This design comes from an exercise in tuning for small area, a short achievable clock period and few clock cycles on the open sky130 flow, not from production work. At most, simulation tests tie the RTL to the original design; equivalence was not proved. Power is estimated from default activity; no workload was simulated.

==> flow/design.v (excerpt) <==
module ipdc_top (
	input  logic             i_clk,
	input  logic             i_rst_n,
	input  logic             i_op_valid,
	input  logic [2:0]       i_op_mode,
	input  logic             i_in_valid,
	input  ipdc_pkg::pixel_t i_in_data,
	output logic             o_in_ready,
	output logic             o_out_valid,
	output ipdc_pkg::pixel_t o_out_data
);
Settings: LEC_CHECK=0, CAP_MARGIN=20, CORE_MARGIN=2, CORE_UTILIZATION=60, CTS_BUF_LIST=sky130_fd_sc_hd__clkbuf_16, CTS_CLUSTER_DIAMETER=55, CTS_CLUSTER_SIZE=32, PLACE_DENSITY=0.7, SETUP_SLACK_MARGIN=3.2, SLEW_MARGIN=20; clock period 5.5 ns.
run.sh (not shown) runs the stock make flow with config.mk's settings and CLKGATE_MAP_FILE= SYNTH_SCRIPT=/design/flow/synth_recipe.tcl, a recipe that flattens the netlist after the stock synthesis.
Next try:
--- a/flow/design.v
+++ b/flow/design.v
@@ -89,22 +89,23 @@
 	output ipdc_pkg::pixel_t o_wr_data,
 	output logic             o_rd_valid,    
 	output logic             o_rd_ycc,      
 	output logic [15:0]      o_sel          
 );
 	logic        rdy;
 	logic        nrdy;       
 	logic        ld_act;
 	logic [5:0]  q;          
 	logic        img_valid;
 	logic [5:0]  pcnt;
+	logic [5:0]  ph;
 	logic [5:0]  u;          
 	logic [5:0]  sd;         
 	logic [15:0] selc;       
 	logic        pvlast;
 	logic        xv;
 	logic        yv;
 	logic [2:0]  xm;
 	logic [2:0]  ym;
 	logic        xr;         
 	logic        xd;         
 	logic        xf;         
@@ -196,66 +197,67 @@
 	logic [1:0] sc;
 	logic [1:0] sq;
 	logic [3:0] fail;
 	assign sc   = n[3:2];
 	assign sq   = n[1:0];
 	assign selc = (sq == 2'd0) ? {sel[0], sel[15:1]} : sel;
 	assign fail[0] = ~sq[1] & selc[0];
 	assign fail[1] = (sc <= 2'd2) & (selc[1] | (~sq[1] & selc[2]));
 	assign fail[2] = (sc <= 2'd1) & (selc[2] | selc[3] | (~sq[1] & selc[4]));
 	assign fail[3] = (sc == 2'd0) & (selc[3] | selc[4] | selc[5] | (~sq[1] & selc[6]));
 	assign safe0   = ~seq_act | (fail == 4'd0);
-	assign gb     = ((xf | xz) ? ~q : ~u)
-		+ (xr ? (c_sat ? 6'd63 : 6'd0) : xd ? (r_sat ? 6'd63 : 6'd7) : xf ? 6'd63 : 6'd17);
+	assign gb     = {nr, nc} - q - 6'd2;
 	assign safe_b = ~xdisp | (~xchg_q & (gb_q != 6'd0) & (gb_q <= 6'd37)
 		& (seq_act ? ((7'(gb_q) + 7'(n) >= 7'd20) & (n >= 4'd3)) : (gb_q >= 6'd5)));
 	always_comb begin
 		if (pcnt == 6'd0) begin
 			pix_rdy = safe0 & safe_b;
 		end else begin
 			pix_rdy = (sd == 6'd62) | (~seq_act & ~xdisp & (sd == 6'd30));
 		end
 	end
 	assign rdy_hold = pop | ~yv;                        
 	assign rdy_enq  = ~(pop ? yv : (yv | xv));           
 	assign rdy_load = ld_act ? (pix_acc | pix_rdy)
 		: (op_acc ? ((i_op_mode == 3'd0) ? 1'b0 : (i_op_mode == 3'd5) ? rdy_hold : rdy_enq)
 			: rdy_hold);
 	always_ff @(posedge i_clk or negedge i_rst_n) begin
 		if (!i_rst_n) begin
 			nrdy      <= 1'b0;
 			ld_act    <= 1'b0;
 			q         <= '0;
 			xchg_q    <= 1'b1;
 			img_valid <= 1'b0;
 			pcnt      <= '0;
+			ph        <= '0;
 			u         <= '0;
 			pvlast    <= 1'b0;
 			xv        <= 1'b0;
 			yv        <= 1'b0;
 			r_sat     <= 1'b0;
 			c_sat     <= 1'b0;
 			seq_act   <= 1'b0;
 			s1_v      <= 1'b0;
 			ymode     <= 1'b0;
 			org_r     <= '0;
 			org_c     <= '0;
 		end else begin
 			nrdy      <= ~rdy_load;
 			ld_act    <= ld_act_n;
-			q         <= pvlast ? sd + 6'd1 : q + 6'd1;
+			q         <= pvlast ? ph + 6'd1 : q + 6'd1;
 			xchg_q    <= pop;
 			img_valid <= img_valid | pvlast;
 			pcnt      <= pcnt + 6'(pix_acc);
+			ph        <= w0 ? 6'd0 : ph + 6'd1;
 			if (pvlast) begin
-				u <= sd + 6'd1 - {org_r, org_c};
+				u <= ph + 6'd1 - {org_r, org_c};
 			end else if (start) begin
 				u <= {tap0, 2'b01};
 			end else begin
 				u <= u + 6'd1;
 			end
 			pvlast    <= pix_acc & p_last;
 			xv        <= xv_n;
 			yv        <= yv_n;
 			if (start) begin
 				seq_act <= 1'b1;
 				r_sat   <= nr == 3'd4;
Area after synthesis went up by about 0.7%.
Setup slack degrades by 0.22 ns.
Wire length went up by 0.31%.
Utilization went down by 0.31 points.
Design area hardly moves.
Sequential power stays flat.
Synthesized cell count went up by 0.35%.
Non-clock buffer count went up by 3.
Clock skew went up by 0.0036 ns.
Count of clock-buffer cells in the layout went down by 4.
Testbench counts after the change, summed over its fixed seeds: cycles 6,640.
Function not checked in the first run of this note: the RTL went through the layout flow alone.

ipdc_top, a different RTL version from the one above (not shown whole).
Size: about 57 I/O pins.
clock: 5.5 ns
lec_check: 0
cap_margin: 20
core_margin: 2
core_utilization: 60
cts_buf_list: sky130_fd_sc_hd__clkbuf_16
cts_cluster_diameter: 55
cts_cluster_size: 32
place_density: 0.7
setup_slack_margin: 3.2
slew_margin: 20
Change:
--- a/flow/design.v
+++ b/flow/design.v
@@ -103,32 +103,24 @@
 	logic        pvlast;
 	logic        xv;
 	logic        yv;
 	logic [2:0]  xm;
 	logic [2:0]  ym;
 	logic        xr;         
 	logic        xd;         
 	logic        xf;         
 	logic        xz;         
 	logic        xl;         
 	logic        xc;         
 	logic [2:0]  xm_n;
-	logic        yr;         
-	logic        yd;
-	logic        yf;
-	logic        yz;
-	logic        yl;
-	logic        yc;
-	logic [3:0]  uoh;        
-	logic [3:0]  phoh;       
 	logic        seq_act;
 	logic [3:0]  n;
 	logic [15:0] sel;        
 	logic        s1_v;
 	logic        s1_pix;
 	logic        s1_ycc;
 	logic        ymode;
 	logic [2:0]  org_r;
 	logic [2:0]  org_c;
 	logic        r_sat;      
 	logic        c_sat;      
 	logic        op_acc;
@@ -165,28 +157,28 @@
 	assign w0      = pix_acc & (pcnt == 6'd0);         
 	assign at32    = (pcnt != 6'd0) & (sd == 6'd31);
 	window_origin u_window_origin (
 		.i_op  (xm),
 		.i_row (org_r),
 		.i_col (org_c),
 		.o_row (nr),
 		.o_col (nc)
 	);
 	assign h_disp = xr | xd | xf | xz;
 	assign h_mode = xc;
 	assign h_load = xl;
-	assign aligned = (xr & (c_sat ? uoh[0] : uoh[1]))
-		| (xd & uoh[0])
-		| (xf & phoh[0])
-		| (xz & phoh[2]);
+	assign aligned = (xr & (c_sat ? (u[1:0] == 2'd0) : (u[1:0] == 2'd1)))
+		| (xd & (u[1:0] == 2'd0))
+		| (xf & (ph[1:0] == 2'd0))
+		| (xz & (ph[1:0] == 2'd2));
 	always_comb begin
 		tap0 = u[5:2];
 		if (xd & ~r_sat) tap0 = u[5:2] - 4'd2;
 		if (xf)          tap0 = ph[5:2];
 		if (xz)          tap0 = {ph[5:4] - 2'd1, ph[3:2]};
 	end
 	for (genvar k = 0; k < 16; k++) begin : g_sel0
 		assign oh_u[k]  = u[5:2] == 4'(k);
 		assign oh_ph[k] = ph[5:2] == 4'(k);
 		assign sel0[k]  = ((xr | (xd & r_sat)) & oh_u[k])
 			| ((xd & ~r_sat) & oh_u[(k + 2) % 16])
 			| (xf & oh_ph[k])
@@ -224,51 +216,41 @@
 	assign rdy_load = ld_act ? (pix_acc | pix_rdy)
 		: (op_acc ? ((i_op_mode == 3'd0) ? 1'b0 : (i_op_mode == 3'd5) ? rdy_hold : rdy_enq)
 			: rdy_hold);
 	always_ff @(posedge i_clk or negedge i_rst_n) begin
 		if (!i_rst_n) begin
 			rdy       <= 1'b0;
 			ld_act    <= 1'b0;
 			ld_go     <= 1'b0;
 			img_valid <= 1'b0;
 			pcnt      <= '0;
 			ph        <= '0;
 			u         <= '0;
-			uoh       <= 4'b0001;
-			phoh      <= 4'b0001;
 			pvlast    <= 1'b0;
 			xv        <= 1'b0;
 			yv        <= 1'b0;
 			r_sat     <= 1'b0;
 			c_sat     <= 1'b0;
 			seq_act   <= 1'b0;
 			s1_v      <= 1'b0;
 			ymode     <= 1'b0;
 			org_r     <= '0;
 			org_c     <= '0;
 		end else begin
 			rdy       <= rdy_load;
 			ld_act    <= ld_act_n;
 			ld_go     <= ld_go_n;
 			img_valid <= img_valid | pvlast;
 			pcnt      <= pcnt + 6'(pix_acc);
 			ph        <= w0 ? 6'd0 : ph + 6'd1;
-			phoh      <= w0 ? 4'b0001 : {phoh[2:0], phoh[3]};
-			if (w0) begin
-				uoh <= 4'b0001 << 2'(2'd0 - org_c[1:0]);
-			end else if (start) begin
-				uoh <= 4'b0010;
-			end else begin
-				uoh <= {uoh[2:0], uoh[3]};
-			end
 			if (w0) begin
 				u <= 6'd0 - {org_r, org_c};
 			end else if (start) begin
 				u <= {tap0, 2'b01};
 			end else begin
 				u <= u + 6'd1;
 			end
 			pvlast    <= pix_acc & p_last;
 			xv        <= xv_n;
 			yv        <= yv_n;
 			if (start) begin
 				seq_act <= 1'b1;
@@ -288,48 +270,33 @@
 			end else begin
 				s1_v    <= 1'b0;
 			end
 		end
 	end
 	always_ff @(posedge i_clk) begin
 		if (w0) begin
 			sd <= 6'd63;
 		end else if (!pix_acc) begin
 			sd <= sd + 6'd1;
 		end
 		xm <= xm_n;
-		if (pop & yv) begin
-			xr <= yr;
-			xd <= yd;
-			xf <= yf;
-			xz <= yz;
-			xl <= yl;
-			xc <= yc;
-		end else if (pop | ~xv) begin
-			xr <= i_op_mode == 3'd1;
-			xd <= i_op_mode == 3'd2;
-			xf <= i_op_mode == 3'd3;
-			xz <= i_op_mode == 3'd4;
-			xl <= i_op_mode == 3'd0;
-			xc <= i_op_mode[2] & i_op_mode[1];
+		if (pop | ~xv) begin
+			xr <= xm_n == 3'd1;
+			xd <= xm_n == 3'd2;
+			xf <= xm_n == 3'd3;
+			xz <= xm_n == 3'd4;
+			xl <= xm_n == 3'd0;
+			xc <= xm_n[2] & xm_n[1];
 		end
 		ym <= (yv & ~pop) ? ym : i_op_mode;
-		if (~yv | pop) begin
-			yr <= i_op_mode == 3'd1;
-			yd <= i_op_mode == 3'd2;
-			yf <= i_op_mode == 3'd3;
-			yz <= i_op_mode == 3'd4;
-			yl <= i_op_mode == 3'd0;
-			yc <= i_op_mode[2] & i_op_mode[1];
-		end
 		if (start) begin
 			n      <= 4'd1;
 			sel    <= img_valid ? sel0 : 16'd0;
 			s1_pix <= 1'b1;
 			s1_ycc <= ymode;
 		end else if (seq_act) begin
 			n      <= n + 4'd1;
 			if (n[1:0] == 2'd0) begin
 				sel <= {sel[0], sel[15:1]};
 			end
 		end else begin
 			s1_pix <= 1'b0;
What happened:
- via count came out higher by 0.72%
- synthesized cell count goes down by 0.69%
- global-route usage climbs by 0.45 points
- clock-buffer cell count is unchanged
- area after synthesis is lower by about 1.1%
- hold slack gets worse by 0.0051 ns
- combinational power goes up by 41%
- first-iteration DRC count rose by about 0.8%
- wire length rose by about 1.6%
- worst setup slack degrades by 0.15 ns
- non-clock buffer count is higher by 20
- final cell count stays flat
Function was not checked in any run of this note: the RTL went through the layout flow alone.

## nickel
ipdc_top, a different RTL version from the one above (not shown whole).
Size in the first run: about 2,800 cells after synthesis, roughly 1,700 flip-flops, ~42,000 µm² of cells after synthesis.
clock: 5.5 ns
lec_check: 0
cap_margin: 20
core_margin: 2
core_utilization: 60
cts_buf_list: sky130_fd_sc_hd__clkbuf_16
cts_cluster_diameter: 50
cts_cluster_size: 30
place_density: 0.7
setup_slack_margin: 3.2
slew_margin: 20
Inputs modified between nickel and pepper:
diff --git a/flow/design.v b/flow/design.v
--- a/flow/design.v
+++ b/flow/design.v
@@ -96,29 +96,29 @@
 	logic        ld_act;
 	logic        ld_go;
 	logic        img_valid;
 	logic [5:0]  pcnt;
 	logic [5:0]  ph;
 	logic [5:0]  u;          
 	logic [5:0]  sd;         
-	logic [15:0] selc;       
 	logic        pvlast;
 	logic        xv;
 	logic        yv;
 	logic [2:0]  xm;
 	logic [2:0]  ym;
 	logic        xr;         
 	logic        xd;         
 	logic        xf;         
 	logic        xz;         
 	logic        xl;         
 	logic        xc;         
 	logic [2:0]  xm_n;
 	logic        seq_act;
 	logic [3:0]  n;
+	logic [3:0]  tap;
 	logic [15:0] sel;        
 	logic        s1_v;
 	logic        s1_pix;
 	logic        s1_ycc;
 	logic        ymode;
 	logic [2:0]  org_r;
 	logic [2:0]  org_c;
@@ -153,15 +153,14 @@
 	logic        rdy_load;
 	assign rdy     = ~nrdy;
 	assign op_acc  = i_op_valid & rdy & ~ld_act;
 	assign pix_acc = i_in_valid & rdy & ld_act;
 	assign enq     = op_acc & (i_op_mode != 3'd5);    
 	assign p_last  = pcnt == 6'd63;
 	assign w0      = pix_acc & (pcnt == 6'd0);         
-	assign sd      = ph - pcnt;
 	assign at32    = (pcnt != 6'd0) & (sd == 6'd31);
 	window_origin u_window_origin (
 		.i_op  (xm),
 		.i_row (org_r),
 		.i_col (org_c),
 		.o_row (nr),
 		.o_col (nc)
@@ -190,24 +189,25 @@
 	assign start = xv & ~seq_act & aligned;
 	assign pop   = start | (xv & h_load) | (xv & ~seq_act & h_mode);
 	assign xm_n = pop ? (yv ? ym : i_op_mode) : (xv ? xm : i_op_mode);
 	assign xv_n = pop ? (yv | enq) : (xv | enq);
 	assign yv_n = pop ? (yv & enq) : (yv | (xv & enq));
 	assign ld_act_n = ld_act ? ~(pix_acc & p_last) : (op_acc & (i_op_mode == 3'd0));
 	assign ld_go_n  = ld_act_n & (ld_go | (pop & h_load));
+	logic [5:0] pc;         
 	logic [1:0] sc;
 	logic [1:0] sq;
 	logic [3:0] fail;
-	assign sc   = n[3:2];
-	assign sq   = n[1:0];
-	assign selc = (sq == 2'd0) ? {sel[0], sel[15:1]} : sel;
-	assign fail[0] = ~sq[1] & selc[0];
-	assign fail[1] = (sc <= 2'd2) & (selc[1] | (~sq[1] & selc[2]));
-	assign fail[2] = (sc <= 2'd1) & (selc[2] | selc[3] | (~sq[1] & selc[4]));
-	assign fail[3] = (sc == 2'd0) & (selc[3] | selc[4] | selc[5] | (~sq[1] & selc[6]));
+	assign sc = n[3:2];
+	assign sq = n[1:0];
+	assign pc = (sq == 2'd0) ? {4'(tap - 4'd1), 2'b01} : {tap, 2'b01};
+	assign fail[0] = pc < 6'(2'd3 - sq);
+	assign fail[1] = (sc <= 2'd2) & (pc >= 6'd4)  & (pc < 6'd11 - 6'(sq));
+	assign fail[2] = (sc <= 2'd1) & (pc >= 6'd8)  & (pc < 6'd19 - 6'(sq));
+	assign fail[3] = (sc == 2'd0) & (pc >= 6'd12) & (pc < 6'd27 - 6'(sq));
 	assign safe0   = ~seq_act | (fail == 4'd0);
 	always_comb begin
 		if (!(ld_go | (pop & h_load))) begin
 			pix_rdy = 1'b0;
 		end else if (pcnt == 6'd0) begin
 			pix_rdy = safe0;
 		end else begin
@@ -272,32 +272,39 @@
 				s1_v    <= 1'b1;
 			end else begin
 				s1_v    <= 1'b0;
 			end
 		end
 	end
 	always_ff @(posedge i_clk) begin
+		if (w0) begin
+			sd <= 6'd63;
+		end else if (!pix_acc) begin
+			sd <= sd + 6'd1;
+		end
 		xm <= xm_n;
 		if (pop | ~xv) begin
 			xr <= xm_n == 3'd1;
 			xd <= xm_n == 3'd2;
 			xf <= xm_n == 3'd3;
 			xz <= xm_n == 3'd4;
 			xl <= xm_n == 3'd0;
 			xc <= xm_n[2] & xm_n[1];
 		end
 		ym <= (yv & ~pop) ? ym : i_op_mode;
 		if (start) begin
 			n      <= 4'd1;
+			tap    <= tap0;
 			sel    <= img_valid ? sel0 : 16'd0;
 			s1_pix <= 1'b1;
 			s1_ycc <= ymode;
 		end else if (seq_act) begin
 			n      <= n + 4'd1;
 			if (n[1:0] == 2'd0) begin
+				tap <= tap - 4'd1;
 				sel <= {sel[0], sel[15:1]};
 			end
 		end else begin
 			s1_pix <= 1'b0;
 			sel    <= '0;
 		end
 	end
Results
pepper has more setup slack than nickel. Reported for pepper and nickel, count of final setup violators turned out identical to the last digit. Against nickel, pepper reports a power share of the sequential group that is lower. pepper: number of setup buffers added after CTS is 8 lower than what nickel reported. In the flow results for pepper and nickel, the number of fillers in the final layout is smaller on nickel. For the clock tree buffer count of the final layout, pepper came in about 3% higher than nickel did. pepper and nickel ended up with nearly the same area share of fa/ha/maj cells after synthesis. Routed via count essentially unchanged between pepper and nickel.
Testbench counts of pepper, summed over its fixed seeds: cycles 6,749.
The RTL of nickel was laid out without a check of its function.

static timing again, ports no longer ideal:
How much do the figures lean on ideal ports? The routed layouts below were timed once more, with nothing changed but the port constraints.
Step 1 sets driving cells, clkbuf_16 on the clock port and buf_2 on the other inputs (assumed; they add their load-dependent delay and slew).
Step 2 also shifts input and output timing later by t, the mid clock arrival at the registers, as if the neighbouring blocks saw the same clock.
Three values: no drivers, after step 1, after step 2; two values: the first two.
run | t (ns) | setup slack, ns | clock arrival spread, ns | worst register clock-pin slew, ns
the first run of note 1 | 0.718 | 3.116 / 3.053 / 2.694 | 0.032 / 0.033 | 0.11 / 0.11
the second run of note 1 | 0.732 | 2.892 / 2.892 / 2.542 | 0.037 / 0.037 | 0.11 / 0.11
the first run of note 2 | 0.709 | 3.215 / 3.153 / 2.577 | 0.036 / 0.036 | 0.11 / 0.11
the second run of note 2 | 0.711 | 3.068 / 3.068 / 2.587 | 0.033 / 0.032 | 0.11 / 0.11
nickel | 0.724 | 2.759 / 2.759 / 2.532 | 0.041 / 0.041 | 0.11 / 0.11
pepper | 0.727 | 3.209 / 3.144 / 2.753 | 0.046 / 0.046 | 0.10 / 0.10
After both steps setup and hold are still met in every run listed. For the first run of note 2, which loses most, drivers alone change the setup slack by -0.062 ns; drivers and shift together by -0.638 ns.
